Context: an optimization exercise on an open-source flow, tuned for small area, a short achievable clock period and few clock cycles per item. The choices shown serve that exercise and are no tape-out recipe.
At most, simulation tests tie the RTL to the original design; equivalence was not proved.
Power is estimated from default activity; no workload was simulated.

==> flow/design.v <==
`timescale 1ns / 1ps
package acl_pkg;
	localparam int ENTRIES = 16;
	localparam int IDX_W   = 4;
	localparam int IP_W    = 32;
	localparam int MAC_W   = 48;
	localparam int SLOT_W  = 4;
	localparam int CFG_W   = 32;
	localparam logic CFG_OWN_IP = 1'b0;
	localparam logic CFG_MASK   = 1'b1;
	localparam logic CMD_LOOKUP = 1'b0;
	localparam logic CMD_LEARN  = 1'b1;
endpackage
`timescale 1ns / 1ps
module acl_cell (
	input  logic                       clk,
	input  logic                       we,
	input  logic [acl_pkg::IP_W-1:0]   wr_ip,
	input  logic [acl_pkg::MAC_W-1:0]  wr_mac,
	input  logic [acl_pkg::IP_W-1:0]   cmp_ip,
	output logic                       eq,
	output logic [acl_pkg::MAC_W-1:0]  mac
);
	logic [acl_pkg::IP_W-1:0] ip_q;
	logic [acl_pkg::MAC_W-1:0] mac_q;
	always_ff @(posedge clk) begin
		if (we) begin
			ip_q  <= wr_ip;
			mac_q <= wr_mac;
		end
	end
	assign eq  = (ip_q == cmp_ip);
	assign mac = mac_q;
endmodule
`timescale 1ns / 1ps
module arp_cache_lru_unit (
	input  logic              clk,
	input  logic              arst_n,
	input  logic              in_valid,
	output logic              in_stall,
	input  logic              command,
	input  logic [acl_pkg::IP_W-1:0]   ip_addr,
	input  logic [acl_pkg::MAC_W-1:0]  mac_addr,
	output logic              out_valid,
	input  logic              out_stall,
	output logic [acl_pkg::MAC_W-1:0]  found_mac,
	output logic              hit,
	output logic              is_bcast,
	output logic [acl_pkg::SLOT_W-1:0] slot_used,
	input  logic              cfg_we,
	input  logic              cfg_index,
	input  logic [acl_pkg::CFG_W-1:0]  cfg_data
);
	localparam int N     = acl_pkg::ENTRIES;
	localparam int IP_W  = acl_pkg::IP_W;
	localparam int MAC_W = acl_pkg::MAC_W;
	logic [IP_W-1:0]  own_ip_q;
	logic [IP_W-1:0]  mask_q;
	logic             w_vld_q;
	logic             w_cmd_q;
	logic             w_learn_q;      
	logic             w_mac_nz_q;
	logic             w_mac_n1_q;
	logic             w_bcast_q;
	logic             w_same_q;       
	logic [N-1:0]     w_match_q;      
	logic             w_hitraw_q;     
	logic             w_mvict_q;      
	logic [IP_W-1:0]  w_ip_q;
	logic [MAC_W-1:0] w_mac_q;
	logic             prev_any_q;     
	logic             prev_evict_q;   
	logic [N-1:0]     used_q;
	logic [3:0]       lru_q [N];
	logic             out_valid_q;
	logic [MAC_W-1:0] found_q;
	logic             hit_q;
	logic             bcast_q;
	logic [3:0]       slot_q;
	logic             stall;
	logic             in_xfer;
	logic [N-1:0]     eq;
	logic [MAC_W-1:0] ent_mac [N];
	logic [N-1:0]     in_match;
	logic             in_same;
	logic             in_bcast;
	logic             w_acc;
	logic             w_hit;
	logic             wr_hit;
	logic             wr_miss;
	logic [N-1:0]     first_empty;
	logic [N-1:0]     lru_dec [N];
	logic [N-1:0]     oldest;
	logic [N-1:0]     pos_hit;
	logic [N-1:0]     shift;
	logic [N-1:0]     alt;
	logic [N-1:0]     target;
	logic [N-1:0]     we;
	logic [3:0]       tgt_idx;
	logic [MAC_W-1:0] sel_mac;
	logic [MAC_W-1:0] res_found;
	logic             res_hit;
	logic             res_bcast;
	logic [3:0]       res_slot;
	assign stall    = out_valid_q && out_stall;
	assign in_stall = out_stall;
	assign in_xfer  = in_valid && !out_stall;
	always_ff @(posedge clk or negedge arst_n) begin
		if (!arst_n) begin
			own_ip_q <= '0;
			mask_q   <= '0;
		end else if (cfg_we) begin
			if (cfg_index == acl_pkg::CFG_MASK) mask_q <= cfg_data;
			else                                own_ip_q <= cfg_data;
		end
	end
	for (genvar g = 0; g < N; g++) begin : g_ent
		acl_cell u_cell (
			.clk    (clk),
			.we     (we[g]),
			.wr_ip  (w_ip_q),
			.wr_mac (w_mac_q),
			.cmp_ip (ip_addr),
			.eq     (eq[g]),
			.mac    (ent_mac[g])
		);
	end
	assign in_match = eq & used_q;
	assign in_same  = (ip_addr == w_ip_q);
	assign in_bcast = (ip_addr == '1) ||
		((mask_q != '0) && (ip_addr == (own_ip_q | ~mask_q)));
	always_ff @(posedge clk or negedge arst_n) begin
		if (!arst_n) begin
			w_vld_q      <= 1'b0;
			prev_any_q   <= 1'b0;
			prev_evict_q <= 1'b0;
		end else if (!stall) begin
			w_vld_q      <= in_xfer;
			prev_any_q   <= w_vld_q && w_acc;
			prev_evict_q <= w_vld_q && w_acc && !w_hit && used_q[N-1];
		end
	end
	always_ff @(posedge clk) begin
		if (in_xfer) begin
			w_cmd_q    <= command;
			w_learn_q  <= (command == acl_pkg::CMD_LEARN) && (ip_addr != '0);
			w_mac_nz_q <= (mac_addr != '0);
			w_mac_n1_q <= (mac_addr != '1);
			w_bcast_q  <= in_bcast;
			w_same_q   <= in_same;
			w_match_q  <= (in_match & ~we) | (we & {N{in_same}});
			w_hitraw_q <= |in_match;
			w_mvict_q  <= |(in_match & oldest);
			w_ip_q     <= ip_addr;
			w_mac_q    <= mac_addr;
		end
	end
	assign w_acc = w_learn_q && w_mac_nz_q && w_mac_n1_q;
	assign w_hit = (w_same_q && prev_any_q) || (w_hitraw_q && !(w_mvict_q && prev_evict_q));
	always_comb begin
		for (int i = 0; i < N; i++) begin
			first_empty[i] = !used_q[i] && ((i == 0) || used_q[(i == 0) ? 0 : i-1]);
		end
		for (int m = 0; m < N; m++) begin
			lru_dec[m] = N'(1) << lru_q[m];
		end
	end
	assign oldest  = lru_dec[0];
	assign alt     = used_q[N-1] ? oldest : first_empty;
	assign wr_hit  = w_vld_q && w_acc && w_hit;
	assign wr_miss = w_vld_q && w_acc && !w_hit;
	assign we      = ({N{wr_hit}} & w_match_q) | ({N{wr_miss}} & alt);
	assign target  = w_hit ? w_match_q : alt;
	always_ff @(posedge clk or negedge arst_n) begin
		if (!arst_n) begin
			used_q <= '0;
		end else if (!stall) begin
			used_q <= used_q | we;
		end
	end
	always_comb begin
		for (int m = 0; m < N; m++) begin
			pos_hit[m] = used_q[N-1-m] && |(lru_dec[m] & w_match_q);
		end
		for (int m = 0; m < N; m++) begin
			shift[m] = wr_miss || (wr_hit && |(pos_hit & ~(N'('1) << (m + 1))));
		end
	end
	always_ff @(posedge clk) begin
		if (!stall) begin
			for (int m = 0; m < N-1; m++) begin
				if (shift[m]) lru_q[m] <= lru_q[m+1];
			end
			if (shift[N-1]) lru_q[N-1] <= tgt_idx;
		end
	end
	always_comb begin
		tgt_idx = '0;
		sel_mac = '0;
		for (int i = 0; i < N; i++) begin
			if (target[i])    tgt_idx = tgt_idx | 4'(i);
			if (w_match_q[i]) sel_mac = sel_mac | ent_mac[i];
		end
	end
	always_comb begin
		if (w_cmd_q == acl_pkg::CMD_LOOKUP) begin
			res_found = w_bcast_q ? '1 : sel_mac;
			res_hit   = w_bcast_q || w_hit;
			res_bcast = w_bcast_q;
			res_slot  = (w_bcast_q || !w_hit) ? 4'd0 : tgt_idx;
		end else begin
			res_found = '0;
			res_hit   = w_acc;
			res_bcast = 1'b0;
			res_slot  = w_acc ? tgt_idx : 4'd0;
		end
	end
	always_ff @(posedge clk or negedge arst_n) begin
		if (!arst_n) begin
			out_valid_q <= 1'b0;
			found_q     <= '0;
			hit_q       <= 1'b0;
			bcast_q     <= 1'b0;
			slot_q      <= '0;
		end else if (!stall) begin
			out_valid_q <= w_vld_q;
			found_q     <= res_found;
			hit_q       <= res_hit;
			bcast_q     <= res_bcast;
			slot_q      <= res_slot;
		end
	end
	assign out_valid = out_valid_q;
	assign found_mac = found_q;
	assign hit       = hit_q;
	assign is_bcast  = bcast_q;
	assign slot_used = slot_q;
endmodule
make LEC_CHECK=0 ABC_AREA=1 CAP_MARGIN=20 CORE_MARGIN=2 CORE_UTILIZATION=40 SETUP_SLACK_MARGIN=2.6 SLEW_MARGIN=20 finish   # period 5.0 ns
run.sh (not shown) runs the stock make flow with config.mk's settings and CLKGATE_MAP_FILE= SYNTH_SCRIPT=/design/flow/synth_recipe.tcl, a recipe that flattens the netlist after the stock synthesis.
Change:
--- a/flow/design.v
+++ b/flow/design.v
@@ -13,9 +13,10 @@
 endpackage
 `timescale 1ns / 1ps
 module acl_cell (
 	input  logic                       clk,
-	input  logic                       we,
+	input  logic                       we_ip,
+	input  logic                       we_mac,
 	input  logic [acl_pkg::IP_W-1:0]   wr_ip,
 	input  logic [acl_pkg::MAC_W-1:0]  wr_mac,
 	input  logic [acl_pkg::IP_W-1:0]   cmp_ip,
 	output logic                       eq,
@@ -23,12 +24,10 @@
 );
 	logic [acl_pkg::IP_W-1:0] ip_q;
 	logic [acl_pkg::MAC_W-1:0] mac_q;
 	always_ff @(posedge clk) begin
-		if (we) begin
-			ip_q  <= wr_ip;
-			mac_q <= wr_mac;
-		end
+		if (we_ip)  ip_q  <= wr_ip;
+		if (we_mac) mac_q <= wr_mac;
 	end
 	assign eq  = (ip_q == cmp_ip);
 	assign mac = mac_q;
 endmodule
@@ -70,9 +69,10 @@
 	logic [MAC_W-1:0] w_mac_q;
 	logic             prev_any_q;     
 	logic             prev_evict_q;   
 	logic [N-1:0]     used_q;
-	logic [3:0]       lru_q [N];
+	logic [3:0]       lru_q [1:N-1];
+	logic [N-1:0]     oldest_q;       
 	logic             out_valid_q;
 	logic [MAC_W-1:0] found_q;
 	logic             hit_q;
 	logic             bcast_q;
@@ -88,15 +88,16 @@
 	logic             w_hit;
 	logic             wr_hit;
 	logic             wr_miss;
 	logic [N-1:0]     first_empty;
-	logic [N-1:0]     lru_dec [N];
+	logic [3:0]       match_idx;
 	logic [N-1:0]     oldest;
 	logic [N-1:0]     pos_hit;
 	logic [N-1:0]     shift;
 	logic [N-1:0]     alt;
 	logic [N-1:0]     target;
 	logic [N-1:0]     we;
+	logic [N-1:0]     we_ip;
 	logic [3:0]       tgt_idx;
 	logic [MAC_W-1:0] sel_mac;
 	logic [MAC_W-1:0] res_found;
 	logic             res_hit;
@@ -116,9 +117,10 @@
 	end
 	for (genvar g = 0; g < N; g++) begin : g_ent
 		acl_cell u_cell (
 			.clk    (clk),
-			.we     (we[g]),
+			.we_ip  (we_ip[g]),
+			.we_mac (we[g]),
 			.wr_ip  (w_ip_q),
 			.wr_mac (w_mac_q),
 			.cmp_ip (ip_addr),
 			.eq     (eq[g]),
@@ -149,9 +151,9 @@
 			w_bcast_q  <= in_bcast;
 			w_same_q   <= in_same;
 			w_match_q  <= (in_match & ~we) | (we & {N{in_same}});
 			w_hitraw_q <= |in_match;
-			w_mvict_q  <= |(in_match & oldest);
+			w_mvict_q  <= |(eq & oldest);
 			w_ip_q     <= ip_addr;
 			w_mac_q    <= mac_addr;
 		end
 	end
@@ -160,17 +162,15 @@
 	always_comb begin
 		for (int i = 0; i < N; i++) begin
 			first_empty[i] = !used_q[i] && ((i == 0) || used_q[(i == 0) ? 0 : i-1]);
 		end
-		for (int m = 0; m < N; m++) begin
-			lru_dec[m] = N'(1) << lru_q[m];
-		end
-	end
-	assign oldest  = lru_dec[0];
+	end
+	assign oldest  = oldest_q;
 	assign alt     = used_q[N-1] ? oldest : first_empty;
 	assign wr_hit  = w_vld_q && w_acc && w_hit;
 	assign wr_miss = w_vld_q && w_acc && !w_hit;
 	assign we      = ({N{wr_hit}} & w_match_q) | ({N{wr_miss}} & alt);
+	assign we_ip   = {N{wr_miss}} & alt;
 	assign target  = w_hit ? w_match_q : alt;
 	always_ff @(posedge clk or negedge arst_n) begin
 		if (!arst_n) begin
 			used_q <= '0;
@@ -178,18 +178,24 @@
 			used_q <= used_q | we;
 		end
 	end
 	always_comb begin
-		for (int m = 0; m < N; m++) begin
-			pos_hit[m] = used_q[N-1-m] && |(lru_dec[m] & w_match_q);
+		match_idx = '0;
+		for (int i = 0; i < N; i++) begin
+			if (w_match_q[i]) match_idx = match_idx | 4'(i);
+		end
+		pos_hit[0] = used_q[N-1] && |(oldest_q & w_match_q);
+		for (int m = 1; m < N; m++) begin
+			pos_hit[m] = used_q[N-1-m] && (lru_q[m] == match_idx);
 		end
 		for (int m = 0; m < N; m++) begin
 			shift[m] = wr_miss || (wr_hit && |(pos_hit & ~(N'('1) << (m + 1))));
 		end
 	end
 	always_ff @(posedge clk) begin
 		if (!stall) begin
-			for (int m = 0; m < N-1; m++) begin
+			if (shift[0]) oldest_q <= N'(1) << lru_q[1];
+			for (int m = 1; m < N-1; m++) begin
 				if (shift[m]) lru_q[m] <= lru_q[m+1];
 			end
 			if (shift[N-1]) lru_q[N-1] <= tgt_idx;
 		end
=> The changed run finished with timing, DRC and antenna clean; final area falls by about 4%; via count fell by about 13%; wire length fell by 15%; worst setup slack improved by 0.033 ns; total power is lower by 0.73%; die area goes down by 2.4%; core utilization fell by 0.68 points; global-route usage fell by 2.9 points; critical path depth grows by 2; hold slack improved by 0.0070 ns; register-to-register slack gains 0.03 ns; first-iteration DRC count goes down by 33%; synthesized area goes down by 2.5%; combinational power falls by about 10%.
Testbench counts after the change, summed over its fixed seeds: cycles 8,016, items 8,000.
The RTL of the first run of this note was laid out without a check of its function.

## re-timing with driven ports
The results above use ideal ports. As a check the final layouts listed here were re-extracted and re-timed, cells and wires unchanged.
Step 1 assumes that a clkbuf_16 drives the clock port and a buf_2 every other input.
Step 2 also shifts input and output timing later by t, the mid clock arrival at the registers, as if the neighbouring blocks saw the same clock.
Three values: ideal, step 1, step 2; two values: the first two.
run	shift t [ns]	slack for setup (ns)	worst hold slack (ns)	worst setup path after step 2
the first run	0.889	2.479 / 2.468 / 1.706	0.202 / 0.160 / 0.466	input to register
the second run	0.881	2.512 / 2.497 / 1.687	0.210 / 0.168 / 0.451	input to register
After both steps every run listed still meets setup and hold. The setup slack of the second run, which loses most, moves by -0.015 ns with the drivers and by -0.825 ns with both steps.
